This is an optimization exercise on Yosys and OpenROAD, whose aim is small area, a short achievable clock period and few clock cycles per item, not a production implementation.
Only simulation tests tie the RTL to the original design; equivalence was not proved.
No activity file was given, so power comes from the tool's default toggle rates.

== job 7535 ==
==> flow/design.v (excerpt) <==
module smpq_top (
	input  logic        clk,
	input  logic        arst_n,
	input  logic        start,
	input  logic [1:0]  cmd_op,
	input  logic [31:0] cmd_value,
	output logic        busy,
	output logic        done,
	output logic [31:0] rsp_head,
	output logic [1:0]  rsp_status,
	output logic        rsp_empty,
	output logic [4:0]  rsp_count
);
	sorted_min_priority_queue_core #(
		.QUEUE_DEPTH (16)
	) u_core (
		.clk       (clk),
		.arst_n    (arst_n),
		.start     (start),
		.op        (cmd_op),
		.value     (cmd_value),
		.busy      (busy),
		.done      (done),
		.head      (rsp_head),
		.status    (rsp_status),
		.is_empty  (rsp_empty),
		.occupancy (rsp_count)
	);
endmodule
For scale: ~4200 cells after synthesis, roughly 720 flip-flops, roughly 79 I/O pins, about 0.036 mm² of cells after synthesis.
Settings: LEC_CHECK=0, CAP_MARGIN=20, CORE_MARGIN=2, CORE_UTILIZATION=45, CTS_CLUSTER_DIAMETER=100, CTS_CLUSTER_SIZE=24, PLACE_DENSITY=0.6, SETUP_SLACK_MARGIN=2.9, SLEW_MARGIN=20; clock period 5.0 ns.
run.sh (not shown) runs the stock make flow with config.mk's settings and CLKGATE_MAP_FILE= SYNTH_SCRIPT=/design/flow/synth_recipe.tcl, a recipe that flattens the netlist after the stock synthesis.
Testbench counts of job 7535, summed over its fixed seeds: cycles 8,016, items 8,000.
Here is what was changed in the inputs of job 6093 compared with job 7535.
--- a/flow/config.mk
+++ b/flow/config.mk
@@ -10,6 +10,6 @@
 export CORE_UTILIZATION = 45
-export CTS_CLUSTER_DIAMETER = 100
-export CTS_CLUSTER_SIZE = 24
+export CTS_CLUSTER_DIAMETER = 80
+export CTS_CLUSTER_SIZE = 20
 export PLACE_DENSITY = 0.6
-export SETUP_SLACK_MARGIN = 2.9
+export SETUP_SLACK_MARGIN = 2.75
 export SLEW_MARGIN = 20
Results
Job 6093 completed every stage of the flow, and the final layout passed the timing, DRC and antenna checks. When the final numbers for job 6093 and job 7535 were put side by side, the data required time at the worst endpoint turned out to be smaller in job 7535. When the final numbers for job 6093 and job 7535 were put side by side, the total power turned out to be greater in job 6093. Compared job 6093 vs job 7535, and number of cell instances on the worst register-to-register path is up in job 6093.
> inputs changed (job 6093 -> job 8914)
--- a/flow/config.mk
+++ b/flow/config.mk
@@ -10,6 +10,4 @@
 export CORE_UTILIZATION = 45
-export CTS_CLUSTER_DIAMETER = 80
-export CTS_CLUSTER_SIZE = 20
 export PLACE_DENSITY = 0.6
-export SETUP_SLACK_MARGIN = 2.75
+export SETUP_SLACK_MARGIN = 2.7
 export SLEW_MARGIN = 20
### Flow results
- From job 6093 to job 8914 the numbers moved as follows: design area increased by 3.0% relative to the old numbers; count of clock-buffer cells in the layout increased by 72 relative to the old numbers; number of primary I/O pins closely matched the old numbers; count of non-CTS inverters in the layout decreased by 0.44% relative to the old numbers.
- Diff job 6093 -> job 8914 | number of non-clock buffers in the layout | down slightly
- Relative to job 6093, fraction of power consumed by the clock network increased by 8.0 points in job 8914.
- Diff job 8914..job 6093 | combinational logic power | negligible

* * *

Starting RTL as in the previous note.
==> flow/config.mk <==
export PLATFORM = sky130hd
export DESIGN_NAME = smpq_top
export DESIGN_NICKNAME = smpq_top
export VERILOG_FILES = /design/flow/design.v
export SDC_FILE = /design/flow/constraint.sdc
export NUM_CORES = 4
export LEC_CHECK = 0
export CAP_MARGIN = 20
export CORE_MARGIN = 2
export CORE_UTILIZATION = 45
export CTS_CLUSTER_DIAMETER = 100
export CTS_CLUSTER_SIZE = 24
export PLACE_DENSITY = 0.6
export SETUP_SLACK_MARGIN = 2.8
export SLEW_MARGIN = 20
==> flow/constraint.sdc <==
create_clock -name core_clock -period 5.0 [get_ports {clk}]
set_input_delay 1.0000 -clock core_clock [delete_from_list [all_inputs] [get_ports {clk}]]
set_output_delay 1.0000 -clock core_clock [all_outputs]
set_load 0.01 [all_outputs]
The first run completed without violations.
Testbench counts at the start, summed over its fixed seeds: cycles 8,016, items 8,000.
==> next run, changes <==
Settings changed: SETUP_SLACK_MARGIN 2.8 to 2.6.
Outcome: Routed wire length is lower by 1.1%. Count of clock-buffer cells in the layout is lower by 3. Total power came out lower by 1.3%. Design area came out lower by 1.6%. Global-route usage drops by 0.14 points. Synthesized area does not change. Via count decreases by 0.39%. Sequential power barely changes. Register-to-register slack degrades by 0.15 ns.
==> next run, changes <==
Settings changed: SETUP_SLACK_MARGIN 2.6 to 2.7.
The changed run passed the timing, DRC and antenna checks; clock skew is about the same; synthesized cell count stays the same; combinational power climbs slightly; first-iteration DRC count shrinks by a few percent; hold slack stays flat; global-route usage hardly moves; wire length stays flat; sequential cell count is unchanged; synthesized area stays the same; non-clock buffer count went up by 5; cell count stays flat.

[afterwards: timing with drivers on the ports]
The flow's constraints put no driver on any port. The routed layouts listed below were extracted and timed again, unchanged, in two steps. Step 1: set_driving_cell puts a clkbuf_16 on clk and a buf_2 on each other input, an assumption about the parent block. Step 2, shift: input delay + t, output delay - t, t = (earliest + latest rising clock arrival at the registers) / 2. This alone moves slack from input paths to output paths. Three values: ideal ports, drivers, drivers and shift; two values: the first two.
run | t, ns | setup slack, ns | worst data-port slew with drivers (ns) | pins driven straight from the clock port
job 7535 | 0.675 | 2.859 / 2.791 / 2.464 | 0.07 | 1
job 6093 | 0.680 | 2.671 / 2.671 / 2.278 | 0.06 | 1
job 8914 | 0.696 | 2.687 / 2.649 / 2.271 | 0.07 | 1
the first run of note 2 | 0.665 | 2.743 / 2.743 / 2.355 | 0.06 | 1
the second run of note 2 | 0.667 | 2.598 / 2.598 / 2.180 | 0.07 | 1
the third run of note 2 | 0.663 | 2.708 / 2.665 / 2.290 | 0.07 | 1
After both steps setup and hold are still met in every run listed.
